This is an optimization exercise on Yosys and OpenROAD, whose aim is small area, a short achievable clock period and few clock cycles per item, not a production implementation. At most, simulation tests tie the RTL to the original design; equivalence was not proved. The RTL of runs 2 and 3 was laid out without a check of its function. No activity file was given, so power comes from the tool's default toggle rates.

[design/flow/config.mk]
export PLATFORM = sky130hd
export DESIGN_NAME = delimiter_text_splitter_core
export DESIGN_NICKNAME = delimiter_text_splitter_core
export VERILOG_FILES = /design/flow/design.v
export SDC_FILE = /design/flow/constraint.sdc
export NUM_CORES = 4
export LEC_CHECK = 0
export CAP_MARGIN = 40
export CORE_MARGIN = 2
export CORE_UTILIZATION = 50
export CTS_CLUSTER_DIAMETER = 80
export CTS_CLUSTER_SIZE = 24
export SETUP_SLACK_MARGIN = 5
export SLEW_MARGIN = 60
[design/flow/constraint.sdc]
create_clock -name core_clock -period 16.0 [get_ports {aclk}]
set_input_delay 3.2000 -clock core_clock [delete_from_list [all_inputs] [get_ports {aclk}]]
set_output_delay 3.2000 -clock core_clock [all_outputs]
set_load 0.01 [all_outputs]
[design/flow/design.v]
module dts_match (
    input  logic [31:0]  w,
    input  logic [3:0]   avail_ge,     
    input  logic [127:0] cfg_bytes,    
    input  logic [11:0]  leff,         
    output logic         match,
    output logic [1:0]   num,
    output logic [2:0]   len
);
    logic [3:0] m;
    always_comb begin
        for (int d = 0; d < 4; d++) begin
            m[d] = (leff[3*d +: 3] != 3'd0);
            for (int j = 0; j < 4; j++) begin
                if (leff[3*d +: 3] > 3'(j) &&
                    (!avail_ge[j] || w[8*j +: 8] != cfg_bytes[32*d + 8*j +: 8])) begin
                    m[d] = 1'b0;
                end
            end
        end
    end
    always_comb begin
        match = |m;
        num   = m[0] ? 2'd0 : m[1] ? 2'd1 : m[2] ? 2'd2 : 2'd3;
        len   = leff[3*num +: 3];
    end
endmodule
module delimiter_text_splitter_core (
    input  logic        aclk,
    input  logic        aresetn,
    input  logic        cfg_we,
    input  logic [2:0]  cfg_addr,
    input  logic [31:0] cfg_wdata,
    input  logic        s_tvalid,
    output logic        s_tready,
    input  logic [7:0]  s_tdata,    
    input  logic        s_tlast,
    output logic        m_tvalid,
    input  logic        m_tready,
    output logic [47:0] m_tdata,    
    output logic [3:0]  m_tuser,    
    output logic        m_tlast
);
    logic [127:0] cfg_bytes;
    logic [11:0]  cfg_lens;
    logic [2:0]   cfg_count;
    logic [11:0]  leff;
    logic [5:0]   cfg_en;
    logic [31:0]  cfg_d0, cfg_d1, cfg_d2, cfg_d3;
    logic [11:0]  cfg_d4;
    logic [2:0]   cfg_d5;
    always_comb begin
        for (int k = 0; k < 6; k++) begin
            cfg_en[k] = !aresetn || (cfg_we && cfg_addr == 3'(k));
        end
        cfg_d0 = aresetn ? cfg_wdata : 32'h0000_0A0A;
        cfg_d1 = aresetn ? cfg_wdata : 32'h0000_000A;
        cfg_d2 = aresetn ? cfg_wdata : 32'h0000_0009;
        cfg_d3 = aresetn ? cfg_wdata : 32'h0000_202E;
        cfg_d4 = aresetn ? cfg_wdata[11:0] : 12'o2112;
        cfg_d5 = aresetn ? cfg_wdata[2:0] : 3'd3;
    end
    always_ff @(posedge aclk) begin
        if (cfg_en[0]) cfg_bytes[31:0]   <= cfg_d0;
        if (cfg_en[1]) cfg_bytes[63:32]  <= cfg_d1;
        if (cfg_en[2]) cfg_bytes[95:64]  <= cfg_d2;
        if (cfg_en[3]) cfg_bytes[127:96] <= cfg_d3;
        if (cfg_en[4]) cfg_lens          <= cfg_d4;
        if (cfg_en[5]) cfg_count         <= cfg_d5;
    end
    always_comb begin
        for (int d = 0; d < 4; d++) begin
            logic [2:0] c;
            c = cfg_lens[3*d +: 3];
            if (c > 3'd4) c = 3'd4;
            if (cfg_count <= 3'(d)) c = 3'd0;
            leff[3*d +: 3] = c;
        end
    end
    logic        rdy_q;                  
    logic        in_v, in_l;
    logic [7:0]  in_d;
    logic [31:0] rb;                     
    logic [3:0]  rv, rl;                 
    logic        mr_match;               
    logic [1:0]  mr_num;
    logic [2:0]  mr_len;
    logic [1:0]  skip;
    logic [1:0]  hrun;                   
    logic        phase;                  
    logic [20:0] qr;
    logic        near;
    logic [2:0]  pr;
    logic        o_v;
    logic [19:0] o_off;
    logic [20:0] o_len;
    logic        o_hit, o_tl, o_fin;
    logic [1:0]  o_num;
    logic [19:0] nstart;                 
    logic [21:0] d0;                     
    function automatic logic [2:0] head_yield(input logic v0, input logic l0,
                                              input logic m, input logic [1:0] sk,
                                              input logic [1:0] hr, input logic ph);
        logic h;
        h = v0 && sk == 2'd0 && m && !ph;
        head_yield = {h, v0 && (h || l0), l0 && h && hr != 2'd3};
    endfunction
    logic        flush, shift, load, hit, produce, split, fin;
    logic [3:0]  avail_ge;
    logic        match;
    logic [1:0]  mnum;
    logic [2:0]  mlen;
    logic [2:0]  lx;
    logic        t_tl;
    logic [20:0] t_end;
    logic [21:0] len_raw;
    logic [20:0] t_len;
    assign flush = !in_v && (rv[3] ? rl[3] : rv[2] ? rl[2] : rv[1] ? rl[1] : rv[0] && rl[0]);
    assign {hit, produce, split} = head_yield(rv[0], rl[0], mr_match, skip, hrun, phase);
    assign fin   = rl[0] && !split;
    assign load  = (in_v || flush) && produce && !o_v;
    assign shift = (in_v || flush) && (!produce || !o_v) && !split;
    assign avail_ge = {!(rl[1] || rl[2] || rl[3]), !(rl[1] || rl[2]), !rl[1], 1'b1};
    dts_match u_match (
        .w         ({in_d, rb[31:8]}),
        .avail_ge  (avail_ge),
        .cfg_bytes (cfg_bytes),
        .leff      (leff),
        .match     (match),
        .num       (mnum),
        .len       (mlen)
    );
    always_comb begin
        logic [2:0] a4;                  
        logic [2:0] s3;
        logic [2:0] t3;
        a4      = rl[0] ? 3'd3 : rl[1] ? 3'd2 : rl[2] ? 3'd1 : 3'd0;
        t_tl    = near && (pr > a4);
        lx      = hit ? mr_len : 3'd1;
        s3      = {1'b0, d0[1:0]} + lx;
        len_raw = {s3[2] ? d0[21:2] + 20'd1 : d0[21:2], s3[1:0]};
        t_len   = len_raw[21] ? 21'd0 : len_raw[20:0];
        t3      = {1'b0, qr[1:0]} + lx;
        t_end   = {t3[2] ? qr[20:2] + 19'd1 : qr[20:2], t3[1:0]};
    end
    logic [3:0]  rv_nx, rl_nx;
    logic        mr_match_nx;
    logic [1:0]  skip_nx, hrun_nx;
    logic        phase_nx;
    logic [20:0] qr_nx;
    logic        near_nx;
    logic [2:0]  pr_nx;
    always_comb begin
        logic [2:0] a4n;
        logic [2:0] qlo;
        logic       adv;                 
        a4n         = '0;
        qlo         = '0;
        adv         = 1'b0;
        rv_nx       = rv;
        rl_nx       = rl;
        mr_match_nx = mr_match;
        skip_nx     = skip;
        hrun_nx     = hrun;
        phase_nx    = phase;
        qr_nx       = qr;
        near_nx     = near;
        pr_nx       = pr;
        if (load && split) begin
            phase_nx = 1'b1;
        end
        if (shift) begin
            rv_nx       = {in_v, rv[3:1]};
            rl_nx       = {in_v && in_l, rl[3:1]};
            mr_match_nx = match;
            phase_nx    = 1'b0;
            if (!rv[0]) begin
                skip_nx = '0;
            end else if (skip != 2'd0) begin
                skip_nx = skip - 2'd1;
            end else if (mr_match) begin
                skip_nx = 2'(mr_len - 3'd1);
            end
            if (!rv[0] || rl[0] || !hit) begin
                hrun_nx = '0;
            end else if (hrun != 2'd3) begin
                hrun_nx = hrun + 2'd1;
            end
            adv = rv[0] && !rl[0];
            a4n = rl[1] ? 3'd3 : rl[2] ? 3'd2 : rl[3] ? 3'd1 : 3'd0;
            if (adv) begin
                near_nx = near || qr == 21'h0FFFFB;
                pr_nx   = !near ? 3'd0 : (pr == 3'd4) ? 3'd4 : pr + 3'd1;
            end else begin
                near_nx = 1'b0;
                pr_nx   = 3'd0;
            end
            qlo = (pr_nx > a4n) ? a4n : pr_nx;
            if (near_nx) begin
                qr_nx = {19'h3FFFF, qlo[1:0]};
            end else if (adv) begin
                qr_nx = qr + 21'd1;
            end else begin
                qr_nx = '0;
            end
        end
        if (!aresetn) begin
            rv_nx    = '0;
            phase_nx = 1'b0;
        end
    end
    always_ff @(posedge aclk) begin
        rv    <= rv_nx;
        phase <= phase_nx;
    end
    always_ff @(posedge aclk) begin
        if (shift) begin
            rb       <= {in_d, rb[31:8]};
            mr_num   <= mnum;
            mr_len   <= mlen;
        end
        rl       <= rl_nx;
        mr_match <= mr_match_nx;
        skip     <= skip_nx;
        hrun     <= hrun_nx;
        qr       <= qr_nx;
        d0       <= {1'b0, qr_nx} - {2'b00, nstart};
        near     <= near_nx;
        pr       <= pr_nx;
    end
    logic in_v_nx, o_v_nx;
    logic [2:0] y_nx;
    assign in_v_nx = rdy_q ? s_tvalid : in_v;
    assign o_v_nx  = load || (o_v && !m_tready);
    assign y_nx    = head_yield(rv_nx[0], rl_nx[0], mr_match_nx, skip_nx, hrun_nx, phase_nx);
    always_ff @(posedge aclk) begin
        if (!aresetn) begin
            in_v  <= 1'b0;
            rdy_q <= 1'b1;
        end else begin
            in_v  <= in_v_nx;
            rdy_q <= !in_v_nx || ((!y_nx[1] || !o_v_nx) && !y_nx[0]);
        end
    end
    always_ff @(posedge aclk) begin
        if (rdy_q) begin
            in_d <= s_tdata;
            in_l <= s_tlast;
        end
    end
    always_ff @(posedge aclk) begin
        if (!aresetn) begin
            o_v    <= 1'b0;
            nstart <= '0;
        end else begin
            o_v <= o_v_nx;
            if (load) begin
                nstart <= fin ? 20'd0 : (t_end[20] ? 20'hFFFFF : t_end[19:0]);
            end
        end
    end
    always_ff @(posedge aclk) begin
        o_off <= ({20{load}} & nstart) | ({20{!load}} & o_off);
        o_len <= ({21{load}} & t_len) | ({21{!load}} & o_len);
        o_hit <= (load & hit) | (!load & o_hit);
        o_num <= ({2{load & hit}} & mr_num) | ({2{!load}} & o_num);
        o_tl  <= (load & t_tl) | (!load & o_tl);
        o_fin <= (load & fin) | (!load & o_fin);
    end
    assign s_tready = rdy_q;
    assign m_tvalid = o_v;
    assign m_tdata  = {7'd0, o_len, o_off};
    assign m_tuser  = {o_tl, o_num, o_hit};
    assign m_tlast  = o_fin;
endmodule
[design/flow/run.sh]
#!/bin/bash
# synth_recipe.tcl (not shown) runs the flow's synth.tcl, then flattens the netlist and writes it again
# the make line also repeats each setting of config.mk as NAME=value (left out here)
make -C /OpenROAD-flow-scripts/flow DESIGN_CONFIG=/design/flow/config.mk WORK_HOME=/design/flow/orfs CLKGATE_MAP_FILE= SYNTH_SCRIPT=/design/flow/synth_recipe.tcl finish
==> flow_summary.yaml, run 1 <==
floorplan:
  rows: 61
  placeableCoreArea_mm2: 0.0280
  dieHeight_um: 173
  dieArea_mm2: 0.0300
  die_w_um: 173
  start_util_pct: 51.1
  ios: 104
finish:
  filler_cell_count: 2394
  stdcell_area_mm2: 0.0163
  diodes: 0
  final_cell_mix: "edfxtp_1 (232), xor2_1 (95), clkdlybuf4s50_1 (95)"
  area_growth_syn_to_layout_pct: 13.6
  drive_gt1_share_pct: 5.21
  fin_cells: 1684
  layout.nets: 1380
  layout_commonest_cell: "edfxtp_1"
cts:
  cts_tree: "done"
  insertion_delay_ns: 0.51
  cts-hold-fix-buffers: 0
  cts_root_buf: "clkbuf_16"
  htree_levels: 1
  post_cts_resized: 0
  numCtsBuffers: 17
  postCtsSetupBuffers: 0
  clock_sinks: 311
  cts_buffer_depth: 3
  clk_pin_slew_ns: 0.10
run:
  cap_violations: 0
sta:
  period_needed_ns: 5.24
  worst_pin_slew_ns: 0.532
  min_period_over_period_pct: 32.8
  finalSetupTns_ns: 0
  slew_headroom_pct: 64.2
  finalHoldViolCount: 0
  finClkSkew_ns: 0.0159
  drv_slew: 0
  grt_setup_unrepaired: "false"
  max_freq_ghz: 0.191
  setup_viol: 0
grt:
  grtUsageMet1_pct: 27.3
  grt-busiest-layer: "met2"
  gr-total-overflow: 0
  antenna_found_initial: 0
  grt_usage_pct: 21.0
  grtUsageMet3_pct: 3.10
  grt_max_degree: 51
  grt_pass1_vias: 9046
  groute.layer.met2.usage_pct: 36.4
  grt_pass1_wl_um: 49900
setup_path:
  cp.required_ns: 16.44
  cp_data_arrival_time_ns: 5.68
  path_cells: "nor2b_2 > nand2_1 > a211oi_1 > inv_1 > ha_1 > a21oi_1 > or2_2 > nand2_1 > o21ai_0 > a21oi_1 > o21a_1 > ha_1 > inv_1 > fa_1 > a21oi_1 > o2111ai_1 > o21ai_0 > a31oi_1 > a31oi_1 > o21ai_0 > a21oi_1 > xor2_1"
  start_kind: "flop"
  ff2ff_setup_slack_ns: 10.76
  worstReg2RegStart: "rv[0]"
  crit_slowest_cell: "nor2b_2"
  critPathMostFrequentCell: "a21oi_1"
  crit_fanout: 11
  timing.rr.end: "d0[20]"
  cp_slowest_stage_delay_ns: 0.48
  end_kind: "flop"
  crit_type: "reg -> reg"
  reg2reg_depth: 22
logic_synthesis:
  synth_ff_type: "edfxtp_1"
  yosysUniqueCellTypes: 69
  yosys.area_share.adder_pct: 3.22
  synth-edff-count: 232
  synthesis.area_mm2: 0.0143
  yosys.area_share.simple_pct: 12.7
  seq_area_frac_synth_pct: 59.7
  avgSynthCellArea_um2: 11.9
  synth_compound_area_share_pct: 9.31
  async_flop_share_pct: 0
  synth_cells: 1205
  synth_top_family_by_area: "simple AND/OR/NAND/NOR gates"
  synthMuxAreaShare_pct: 0.507
  synthXorXnorAreaFrac_pct: 11.5
  synth_seq_cells: 311
  ys.warnings.count: 2
placement:
  dpl.cell_count: 1654
  place_area_mm2: 0.0157
  port_buffers: 96
  hpwlAfterDp_um: 22400
  globalplace.congestion: 0.873
power_and_ir_drop:
  p_leak_nw: 5.72
  power_density_mw_per_mm2: 97.3
  ir_drop_mv: 0.0763
drt:
  wire_per_inst_um: 18.4
  firstDrtPassIters: 5
  drc: 0
  viasPerCell: 5.36
  wirelength_um: 30900
  drt_iter0_drc: 570
  vias: 9029
  ant_nets: 0
outcome:
  status: "no timing/DRC/antenna violations"
min_path:
  min_path_type: "reg -> reg"
  min_from: "nstart[8]"
  whs_path_depth: 0
[per-stage QoR]
step           total power, mW  setup WS (ns)  utilization (%)  hold slack, ns
4_1_cts                   1.60          10.72             57.9           0.471
2_1_floorplan             1.08           9.75                -           0.429
6_report                  1.58          10.76             58.0           0.465
3_5_place_dp              1.14          10.76             56.2           0.449
5_1_grt                   1.65          10.17             58.0           0.482
3_3_place_gp              1.13          10.54             55.9           0.437
[cell usage after synthesis, drive strengths merged (14+ instances only)]
master	instances	share of area, %
ha	32	2.8
nor3	32	1.1
nand4	24	1.3
a21o	22	1.2
buf	14	0.70
clkbuf	29	0.76
inv	56	1.5
xor2	95	5.8
o21ai	57	2.0
a21oi	62	2.2
nand3	22	0.77
nor2	92	2.5
nand2	70	1.8
edfxtp	232	49
nor4	22	0.96
xnor2	88	5.7
dfxtp	79	11
and2	38	1.7
nand2b	15	0.66
[worst max-delay path, delay by kind of cell (launching register included)]
| kind | cells | cell delay (ns) |
|---|---|---|
| fa+ha+maj | 3 | 0.85 |
| flops | 1 | 0.47 |
| xor+xnor | 1 | 0.15 |
| simple gates | 4 | 0.99 |
| buf+inv | 2 | 0.15 |
| compound gates | 12 | 2.54 |
[report_power, final]
part / internal [mW] / switching, mW
Sequential: 0.924 / 0.0437
Clock: 0.204 / 0.257
Combinational: 0.0692 / 0.0827
[cells by family after synthesis]
kind of cell             Yosys count
AND/OR/NAND/NOR                  356
flip-flops                       311
buffers and inverters            100
multiplexers                       7
AO/OA/AOI/OAI                    212
adder cells (fa/ha/maj)           35
other                              1
XOR/XNOR                         183
[routing by layer]
metal / up-vias / part of all wire, %
met2: 198 / 49
met1: 4304 / 43
li1: 4480 / -
met3: 47 / 4.3
met5: - / 0
met4: 0 / 2.9
[worst max-delay path by stage]
| stage | start | to | slack [ns] | cells after the start |
|---|---|---|---|---|
| after detailed placement | rv[0] | d0[20] | 10.76 | 19 |
| after floorplan | cfg_addr[0] | cfg_bytes[0] | 9.75 | 2 |
| final | rv[0] | d0[20] | 10.76 | 22 |
| after CTS | rv[0] | d0[20] | 10.72 | 19 |
| after global routing | rv[0] | d0[20] | 10.17 | 22 |
| after global placement | cfg_addr[2] | cfg_bytes[95] | 10.54 | 4 |
[layout make-up]
cell class / instances / area (µm²) / area share, %
multi-input cells: 800 / 5460 / 33.6
flip-flops and latches: 311 / 8550 / 52.6
inverters: 57 / 214 / 1.32
repair buffers: 109 / 1080 / 6.62
clock buffers: 26 / 459 / 2.82
clock inverters: 3 / 28.8 / 0.177
well taps: 378 / 473 / 2.91
Testbench counts, summed over its fixed seeds: cycles 169,958, bytes 166,651.
==> inputs of run 2 (changes only) <==
--- a/design/flow/design.v
+++ b/design/flow/design.v
@@ -97,7 +97,6 @@
     logic        o_hit, o_tl, o_fin;
     logic [1:0]  o_num;
     logic [19:0] nstart;                 
-    logic [21:0] d0;                     
     function automatic logic [2:0] head_yield(input logic v0, input logic l0,
                                               input logic m, input logic [1:0] sk,
                                               input logic [1:0] hr, input logic ph);
@@ -113,7 +112,7 @@
     logic [2:0]  lx;
     logic        t_tl;
     logic [20:0] t_end;
-    logic [21:0] len_raw;
+    logic [21:0] d0, len_raw;
     logic [20:0] t_len;
     assign flush = !in_v && (rv[3] ? rl[3] : rv[2] ? rl[2] : rv[1] ? rl[1] : rv[0] && rl[0]);
     assign {hit, produce, split} = head_yield(rv[0], rl[0], mr_match, skip, hrun, phase);
@@ -137,6 +136,7 @@
         a4      = rl[0] ? 3'd3 : rl[1] ? 3'd2 : rl[2] ? 3'd1 : 3'd0;
         t_tl    = near && (pr > a4);
         lx      = hit ? mr_len : 3'd1;
+        d0      = {1'b0, qr} - {2'b00, nstart};
         s3      = {1'b0, d0[1:0]} + lx;
         len_raw = {s3[2] ? d0[21:2] + 20'd1 : d0[21:2], s3[1:0]};
         t_len   = len_raw[21] ? 21'd0 : len_raw[20:0];
@@ -224,7 +224,6 @@
         skip     <= skip_nx;
         hrun     <= hrun_nx;
         qr       <= qr_nx;
-        d0       <= {1'b0, qr_nx} - {2'b00, nstart};
         near     <= near_nx;
         pr       <= pr_nx;
     end
@@ -260,12 +259,14 @@
         end
     end
     always_ff @(posedge aclk) begin
-        o_off <= ({20{load}} & nstart) | ({20{!load}} & o_off);
-        o_len <= ({21{load}} & t_len) | ({21{!load}} & o_len);
-        o_hit <= (load & hit) | (!load & o_hit);
-        o_num <= ({2{load & hit}} & mr_num) | ({2{!load}} & o_num);
-        o_tl  <= (load & t_tl) | (!load & o_tl);
-        o_fin <= (load & fin) | (!load & o_fin);
+        if (load) begin
+            o_off <= nstart;
+            o_len <= t_len;
+            o_hit <= hit;
+            o_num <= hit ? mr_num : 2'd0;
+            o_tl  <= t_tl;
+            o_fin <= fin;
+        end
     end
     assign s_tready = rdy_q;
     assign m_tvalid = o_v;
==> design/flow/flow/run.sh (new file) <==
#!/bin/bash
# The standard layout with buf_2 port buffers, and timing repair aimed at a
# setup slack well above zero so that the layout's paths get sized for speed.
set -euo pipefail
bash standard.sh BUFFER_PORTS_ARGS="-buffer_cell sky130_fd_sc_hd__buf_2" SETUP_SLACK_MARGIN=11.9 TNS_END_PERCENT=100 finish > standard_flow.log 2>&1
==> design/flow/standard.sh (new file) <==
#!/bin/bash
# synth_recipe.tcl (not shown) runs the flow's synth.tcl, then flattens the netlist and writes it again
# the make line also repeats each setting of config.mk as NAME=value (left out here)
make -C /OpenROAD-flow-scripts/flow DESIGN_CONFIG=/design/flow/config.mk WORK_HOME=/design/flow/orfs CLKGATE_MAP_FILE= SYNTH_SCRIPT=/design/flow/synth_recipe.tcl "${@:-finish}"
--- a/design/flow/config.mk
+++ b/design/flow/config.mk
@@ -5,10 +5,9 @@
 export SDC_FILE = /design/flow/constraint.sdc
 export NUM_CORES = 4
 export LEC_CHECK = 0
-export CAP_MARGIN = 40
+export CAP_MARGIN = 20
 export CORE_MARGIN = 2
 export CORE_UTILIZATION = 50
 export CTS_CLUSTER_DIAMETER = 80
 export CTS_CLUSTER_SIZE = 24
-export SETUP_SLACK_MARGIN = 5
-export SLEW_MARGIN = 60
+export SLEW_MARGIN = 20
removed: design/flow/run.sh
==> run 2 against run 1 <==
Final cell count up 0.89%. Worst hold slack better by 0.0023 ns. Combinational power up 11%. Largest cell class unchanged. Worst setup slack better by 0.96 ns. Synthesized cell count down 1.3%. Synthesized area up 1.1%. Still clean on timing, DRC and antenna.
==> flow_summary.yaml, run 2 <==
outcome:
  status: "no timing/DRC/antenna violations"
logic_synthesis:
  ys_top_cells_by_area: "edfxtp_1 (53%), xor2_1 (6.6%), xnor2_1 (5.5%), dfxtp_1 (4.7%), ha_1 (2.8%)"
  avgSynthCellArea_um2: 12.2
  async_flop_share_pct: 0
  ys_top_cells_by_count: "edfxtp_1 (255), xor2_1 (109), xnor2_1 (91)"
  yosys.area_share.adder_pct: 3.18
  synth_compound_area_share_pct: 9.37
  synthMuxAreaShare_pct: 0.346
  yosys.area_share.simple_pct: 14.5
  synthXorXnorAreaFrac_pct: 12.1
  synthesis.area_mm2: 0.0145
  yosysUniqueCellTypes: 78
  ys.warnings.count: 2
  synth-edff-count: 255
  synth_ff_type: "edfxtp_1"
  synth_top_area_share_pct: 52.9
  synth_cells: 1189
  synth_seq_cells: 289
  synth.most_common_cell: "edfxtp_1"
  synth_top_area_cell: "edfxtp_1"
  synth_top_family_by_area: "simple AND/OR/NAND/NOR gates"
  seq_area_frac_synth_pct: 57.6
grt:
  gr-total-overflow: 0
  grt_pass1_vias: 9102
  antenna_found_initial: 0
  grt_pass1_wl_um: 50800
  grt_max_degree: 63
  grt_usage_pct: 21.5
drt:
  vias: 9238
  wire_per_inst_um: 19.1
  firstDrtPassIters: 5
  drc: 0
  ant_nets: 0
  drt_iter0_drc: 543
  wirelength_um: 32500
  viasPerCell: 5.44
finish:
  drive_gt1_share_pct: 17.6
  layout_commonest_cell: "edfxtp_1"
  multi_input_area_mm2: 0.00589
  stdcell_area_mm2: 0.0163
  top_register: "cfg_bytes"
  final_cell_mix: "edfxtp_1 (255), xor2_1 (108), buf_2 (94)"
  regArea_mm2: 0.00835
  largestRegisters: "cfg_bytes (128), rb (24)"
  area_growth_syn_to_layout_pct: 12.9
  filler_cell_count: 2425
  largest_reg_flops: 128
  layout.nets: 1388
  diodes: 0
min_path:
  min_from: "nstart[1]"
  min_path_type: "reg -> reg"
  min_to: "o_off[1]"
  whs_path_depth: 0
sta:
  finClkSkew_ns: 0.0196
  drv_slew: 0
  fin_ws_ns: 11.72
  min_period_over_period_pct: 26.8
  setup_viol: 0
  worst_pin_slew_ns: 0.864
  period_needed_ns: 4.28
  finalHoldViolCount: 0
  grt_setup_unrepaired: "true"
  slew_headroom_pct: 42.4
  max_freq_ghz: 0.233
  finalSetupTns_ns: 0
cts:
  clock_sinks: 289
  clk_pin_slew_ns: 0.09
  cts_root_buf: "clkbuf_16"
  cts_tree: "done"
  htree_levels: 1
  insertion_delay_ns: 0.52
  cts-hold-fix-buffers: 0
  cts_buffer_depth: 3
  numCtsBuffers: 17
placement:
  hpwlAfterDp_um: 22500
  globalplace.congestion: 0.867
  dp_slack_ns: 10.96
  port_buffers: 96
  place_area_mm2: 0.0154
run:
  cap_violations: 0
setup_path:
  timing.rr.end: "o_len[18]"
  worstReg2RegStart: "qr[0]"
  cp.required_ns: 12.80
  critPathMostFrequentCell: "buf_6"
  reg2reg_depth: 15
  crit_fanout: 2
  start_kind: "flop"
  crit_type: "reg -> out"
  ff2ff_setup_slack_ns: 12.01
  cp_data_arrival_time_ns: 1.08
  end_kind: "output pin"
  crit_slowest_cell: "dfxtp_2"
  cp_slowest_stage_delay_ns: 0.33
  path_cells: "buf_6 > buf_6"
power_and_ir_drop:
  p_int_mw: 1.16
  pwr-share-clk_pct: 30.4
  power_density_mw_per_mm2: 94.3
  sequentialPowerShare_pct: 58.7
  sw_frac_of_total_pct: 25.0
  ir_drop_mv: 0.0988
  pwr-share-comb_pct: 10.9
  p_leak_nw: 5.71
  p_switching_uw: 385
floorplan:
  die_w_um: 174
  ios: 104
  rows: 62
  dieArea_mm2: 0.0303
  start_util_pct: 50.5
  dieHeight_um: 174
  placeableCoreArea_mm2: 0.0286
## run 2: how the worst max path moves through the flow
stage,slack (ns),cells after the start,from,end
2_1_floorplan,11.32,2,cfg_addr[0],cfg_bytes[0]
3_3_place_gp,10.98,4,aresetn,cfg_bytes[125]
3_5_place_dp,10.96,5,aresetn,rdy_q
4_1_cts,11.69,2,rdy_q,s_tready
5_1_grt,11.67,2,rdy_q,s_tready
6_report,11.72,2,rdy_q,s_tready
## run 2: per-stage QoR
step / util, % / std cells / power, mW / hold WS (ns)
2_1_floorplan: - / 1195 / 1.03 / 0.430
3_3_place_gp: 53.8 / 1640 / 1.08 / 0.450
3_5_place_dp: 53.8 / 1640 / 1.08 / 0.454
4_1_cts: 56.5 / 1682 / 1.55 / 0.475
5_1_grt: 57.1 / 1699 / 1.60 / 0.484
6_report: 57.1 / 1699 / 1.54 / 0.468
## run 2: cell families after synthesis
group	count (synthesis)
DFF	289
muxes	5
adders and majority gates	35
buffers and inverters	93
and+or+nand+nor	365
AOI/OAI and AO/OA	201
other	1
xor gates and xnor gates	200
## run 2: timing repair
action,in CTS,in global routing
resized for setup,18,12
cloned,3,0
setup endpoints to repair,213,73
pin swaps,5,6
buffers inserted,9,17
## run 2: layer usage
| metal | routed length, µm | global-route usage [%] | vias to the layer above |
|---|---|---|---|
| met3 | 1320 | 2.87 | 51 |
| met2 | 16400 | 38.3 | 200 |
| met1 | 13900 | 27.1 | 4445 |
| met4 | 949 | 6.93 | 0 |
| met5 | 0 | 0 | - |
| li1 | - | - | 4542 |
## run 2: critical path: cells and delay by family, from the launching register on
family	cells	cell delay, ns
buffers and inverters	2	0.23
DFF	1	0.33
## run 2: cell type report
class                           instances  share of cell area (%)
Clock buffer                           24                    2.90
Inverter                               45                    1.03
Sequential cell                       289                    51.1
Timing Repair Buffer                  137                    5.54
Clock inverter                          6                   0.383
Tap cell                              384                    2.94
Multi-Input combinational cell        814                    36.1
## run 2: power by group through the flow
stage | sequential [mW] | clock [mW] | combinational (mW)
global placement | 0.921 | 0 | 0.159
floorplan | 0.909 | 0 | 0.121
detailed placement | 0.922 | 0 | 0.161
global route | 0.909 | 0.507 | 0.186
finish | 0.904 | 0.468 | 0.169
CTS | 0.904 | 0.479 | 0.167
==> inputs of run 3 (changes only) <==
--- a/design/flow/design.v
+++ b/design/flow/design.v
@@ -96,7 +96,7 @@
     logic [20:0] o_len;
     logic        o_hit, o_tl, o_fin;
     logic [1:0]  o_num;
-    logic [19:0] nstart;                 
+    logic [21:0] d0;
     function automatic logic [2:0] head_yield(input logic v0, input logic l0,
                                               input logic m, input logic [1:0] sk,
                                               input logic [1:0] hr, input logic ph);
@@ -111,8 +111,8 @@
     logic [2:0]  mlen;
     logic [2:0]  lx;
     logic        t_tl;
-    logic [20:0] t_end;
-    logic [21:0] d0, len_raw;
+    logic        te_top;                
+    logic [21:0] len_raw;
     logic [20:0] t_len;
     assign flush = !in_v && (rv[3] ? rl[3] : rv[2] ? rl[2] : rv[1] ? rl[1] : rv[0] && rl[0]);
     assign {hit, produce, split} = head_yield(rv[0], rl[0], mr_match, skip, hrun, phase);
@@ -132,16 +132,13 @@
     always_comb begin
         logic [2:0] a4;                  
         logic [2:0] s3;
-        logic [2:0] t3;
         a4      = rl[0] ? 3'd3 : rl[1] ? 3'd2 : rl[2] ? 3'd1 : 3'd0;
         t_tl    = near && (pr > a4);
         lx      = hit ? mr_len : 3'd1;
-        d0      = {1'b0, qr} - {2'b00, nstart};
         s3      = {1'b0, d0[1:0]} + lx;
         len_raw = {s3[2] ? d0[21:2] + 20'd1 : d0[21:2], s3[1:0]};
         t_len   = len_raw[21] ? 21'd0 : len_raw[20:0];
-        t3      = {1'b0, qr[1:0]} + lx;
-        t_end   = {t3[2] ? qr[20:2] + 19'd1 : qr[20:2], t3[1:0]};
+        te_top  = near && ({1'b0, qr[1:0]} + mr_len == 3'd4);
     end
     logic [3:0]  rv_nx, rl_nx;
     logic        mr_match_nx;
@@ -209,6 +206,20 @@
             phase_nx = 1'b0;
         end
     end
+    logic [21:0] d0_nx;
+    always_comb begin
+        logic dq;
+        dq = !near || (qr_nx[1:0] != qr[1:0]);
+        if (load && fin) begin
+            d0_nx = '0;
+        end else if (load) begin
+            d0_nx = {21'd0, shift && dq} - {19'd0, mr_len} + {21'd0, te_top};
+        end else if (shift) begin
+            d0_nx = !(rv[0] && !rl[0]) ? 22'd0 : dq ? d0 + 22'd1 : d0;
+        end else begin
+            d0_nx = d0;
+        end
+    end
     always_ff @(posedge aclk) begin
         rv    <= rv_nx;
         phase <= phase_nx;
@@ -224,6 +235,7 @@
         skip     <= skip_nx;
         hrun     <= hrun_nx;
         qr       <= qr_nx;
+        d0       <= d0_nx;
         near     <= near_nx;
         pr       <= pr_nx;
     end
@@ -249,24 +261,20 @@
     end
     always_ff @(posedge aclk) begin
         if (!aresetn) begin
-            o_v    <= 1'b0;
-            nstart <= '0;
+            o_v <= 1'b0;
         end else begin
             o_v <= o_v_nx;
-            if (load) begin
-                nstart <= fin ? 20'd0 : (t_end[20] ? 20'hFFFFF : t_end[19:0]);
-            end
-        end
-    end
-    always_ff @(posedge aclk) begin
-        if (load) begin
-            o_off <= nstart;
-            o_len <= t_len;
-            o_hit <= hit;
-            o_num <= hit ? mr_num : 2'd0;
-            o_tl  <= t_tl;
-            o_fin <= fin;
-        end
+        end
+    end
+    logic [21:0] t_off;
+    assign t_off = {1'b0, qr} - d0;
+    always_ff @(posedge aclk) begin
+        o_off <= ({20{load}} & t_off[19:0]) | ({20{!load}} & o_off);
+        o_len <= ({21{load}} & t_len) | ({21{!load}} & o_len);
+        o_hit <= (load & hit) | (!load & o_hit);
+        o_num <= ({2{load & hit}} & mr_num) | ({2{!load}} & o_num);
+        o_tl  <= (load & t_tl) | (!load & o_tl);
+        o_fin <= (load & fin) | (!load & o_fin);
     end
     assign s_tready = rdy_q;
     assign m_tvalid = o_v;
==> run 3 against run 2 <==
Synthesized cell count grew 2.8%. Total power grew 0.21%. Worst setup slack lost 0.0076 ns. Routed wire length grew 1.3%. Largest power group unchanged. Non-clock buffer count shrank 6. Fmax shrank 0.18%. Sequential power grew 1%.
==> flow_summary.yaml, run 3 <==
floorplan:
  dieHeight_um: 174
  die_w_um: 174
  rows: 62
  placeableCoreArea_mm2: 0.0285
  ios: 104
  dieArea_mm2: 0.0301
  start_util_pct: 50.4
sta:
  drv_slew: 0
  finalSetupTns_ns: 0
  max_freq_ghz: 0.233
  period_needed_ns: 4.29
  grt_setup_unrepaired: "true"
  min_period_over_period_pct: 26.8
  worst_pin_slew_ns: 1.20
  finClkSkew_ns: 0.0188
  setup_viol: 0
  fin_ws_ns: 11.71
  finalHoldViolCount: 0
  slew_headroom_pct: 19.5
cts:
  clock_sinks: 291
  insertion_delay_ns: 0.52
  clk_pin_slew_ns: 0.10
  cts_root_buf: "clkbuf_16"
  htree_levels: 1
  numCtsBuffers: 17
  cts-hold-fix-buffers: 0
  cts_buffer_depth: 3
  cts_tree: "done"
logic_synthesis:
  synth_seq_cells: 291
  synth.most_common_cell: "edfxtp_1"
  synthesis.area_mm2: 0.0144
  synth_ff_type: "edfxtp_1"
  synth-edff-count: 251
  seq_area_frac_synth_pct: 58.0
  synth_top_area_share_pct: 52.4
  avgSynthCellArea_um2: 11.8
  ys.warnings.count: 2
  ys_top_cells_by_area: "edfxtp_1 (52%), xnor2_1 (6.0%), dfxtp_1 (5.6%), xor2_1 (5.4%), ha_1 (3.0%)"
  yosysUniqueCellTypes: 76
  synth_cells: 1222
  async_flop_share_pct: 0
  synth_top_area_cell: "edfxtp_1"
  ys_top_cells_by_count: "edfxtp_1 (251), xnor2_1 (99), nand2_1 (91)"
min_path:
  min_path_type: "reg -> reg"
grt:
  grt_max_degree: 67
  antenna_found_initial: 0
  gr-total-overflow: 0
  grt_pass1_wl_um: 50400
  grt_pass1_vias: 9114
  grt_usage_pct: 21.0
drt:
  drc: 0
  wirelength_um: 32900
  viasPerCell: 5.54
  vias: 9520
  firstDrtPassIters: 5
  wire_per_inst_um: 19.1
  drt_iter0_drc: 777
  ant_nets: 0
placement:
  globalplace.congestion: 0.845
  dp_slack_ns: 11.06
  port_buffers: 96
  hpwlAfterDp_um: 22600
setup_path:
  crit_slowest_cell: "edfxtp_1"
  cp_data_arrival_time_ns: 1.09
  cp_slowest_stage_delay_ns: 0.41
  start_kind: "flop"
  path_cells: "buf_2"
  critPathTopFamily: "flip-flops"
  crit_fanout: 1
  cp_num_buf_inv: 1
  crit_type: "reg -> out"
  end_kind: "output pin"
  cp.required_ns: 12.80
finish:
  area_growth_syn_to_layout_pct: 13.3
  diodes: 0
  postLayoutCoreUtil_pct: 57.1
  layout_commonest_cell: "edfxtp_1"
  drive_gt1_share_pct: 16.5
  final_cell_mix: "edfxtp_1 (251), xnor2_1 (97), buf_2 (92)"
  layout.nets: 1415
power_and_ir_drop:
  power_density_mw_per_mm2: 94.8
  p_leak_nw: 5.71
  ir_drop_mv: 0.0967
run:
  cap_violations: 0
outcome:
  status: "no timing/DRC/antenna violations"
run 3: where the power goes:
group          leakage, nW  internal (mW)  switching, mW
registers             2.75          0.878         0.0394
clock network        0.244          0.203          0.254
logic                 2.71         0.0742         0.0959
run 3: what timing repair did:
action                     CTS  global route
setup endpoints to repair  126            86
pin swaps                    3            19
gates resized for setup     22            40
setup buffers               10            12
gates cloned                 1             2
run 3: worst paths after layout:
| path | cells past startpoint | start | to | slack [ns] |
|---|---|---|---|---|
| setup reg to reg | 21 | pr[0] | d0[8] | 12.02 |
| hold reg to reg | 1 | mr_num[0] | o_num[0] | 0.47 |
| setup / recovery | 1 | flop | m_tdata[2] | 11.71 |
| hold / removal | 1 | mr_num[0] | o_num[0] | 0.47 |
run 3: layer usage:
metal,up-vias,track usage (%),part of all wire (%)
met5,-,0,0
li1,4639,-,-
met4,0,5.32,2.3
met1,4608,27.5,43
met3,48,2.06,3.2
met2,225,37.7,51
run 3: worst reg2reg max path, delay by kind of cell (launching register included):
family | cells | cell delay, ns
AND/OR/NAND/NOR | 4 | 0.46
buffers and inverters | 3 | 0.34
flip-flops | 1 | 0.43
AO/OA/AOI/OAI | 8 | 1.53
adder cells (fa/ha/maj) | 5 | 1.03
XOR/XNOR | 1 | 0.07
run 3: kinds of logic after synthesis:
| family | Yosys count | synth area share, % |
|---|---|---|
| muxes | 7 | 0.496 |
| DFF | 291 | 58.0 |
| AOI/OAI and AO/OA | 215 | 9.92 |
| buffers and inverters | 100 | 2.97 |
| xor gates and xnor gates | 188 | 11.5 |
| and+or+nand+nor | 383 | 13.7 |
| adders and majority gates | 37 | 3.38 |
| other | 1 | 0.0261 |
run 3: cell type report:
type | instances | area [µm²]
fillers | 2485 | 12300
flip-flops and latches | 291 | 8360
multi-input cells | 837 | 5920
repair buffers | 131 | 843
well taps | 384 | 480
clock buffers | 19 | 433
inverters | 51 | 191
clock inverters | 6 | 61.3
run 3: per-stage QoR:
step	area [µm²]	hold WS (ns)	instances	power [mW]
final	16300	0.469	1719	1.54
after global routing	16300	0.490	1719	1.61
after CTS	15900	0.478	1705	1.55
after detailed placement	15300	0.452	1669	1.09
after global placement	15300	0.448	1669	1.09
after floorplan	14500	0.424	1228	1.04

## port drivers added, routing unchanged
The results above use ideal ports. As a check the final layouts listed here were re-extracted and re-timed, cells and wires unchanged. Step 1 (the two cells are an assumption about what drives the block):
set clk [get_ports {aclk}]
set_driving_cell -lib_cell sky130_fd_sc_hd__clkbuf_16 $clk
set_driving_cell -lib_cell sky130_fd_sc_hd__buf_2 [delete_from_list [all_inputs] $clk]
Step 2 moves the port delays by t, midway between the first and last clock arrival at a register: inputs arrive t later, outputs are due t later. That takes back most of the time a late clock gives input paths. Three values: ideal ports, drivers, drivers and shift; two values: the first two.
run | t (ns) | setup WS [ns] | worst hold slack (ns)
run 1 | 0.556 | 10.757 / 10.757 / 10.757 | 0.465 / 0.465 / 0.465
run 2 | 0.558 | 11.715 / 11.666 / 11.416 | 0.468 / 0.468 / 0.468
run 3 | 0.560 | 11.708 / 11.656 / 11.378 | 0.469 / 0.469 / 0.469
After both steps setup and hold are still met in every run listed. The setup slack of run 3, which loses most, moves by -0.052 ns with the drivers and by -0.330 ns with both steps.
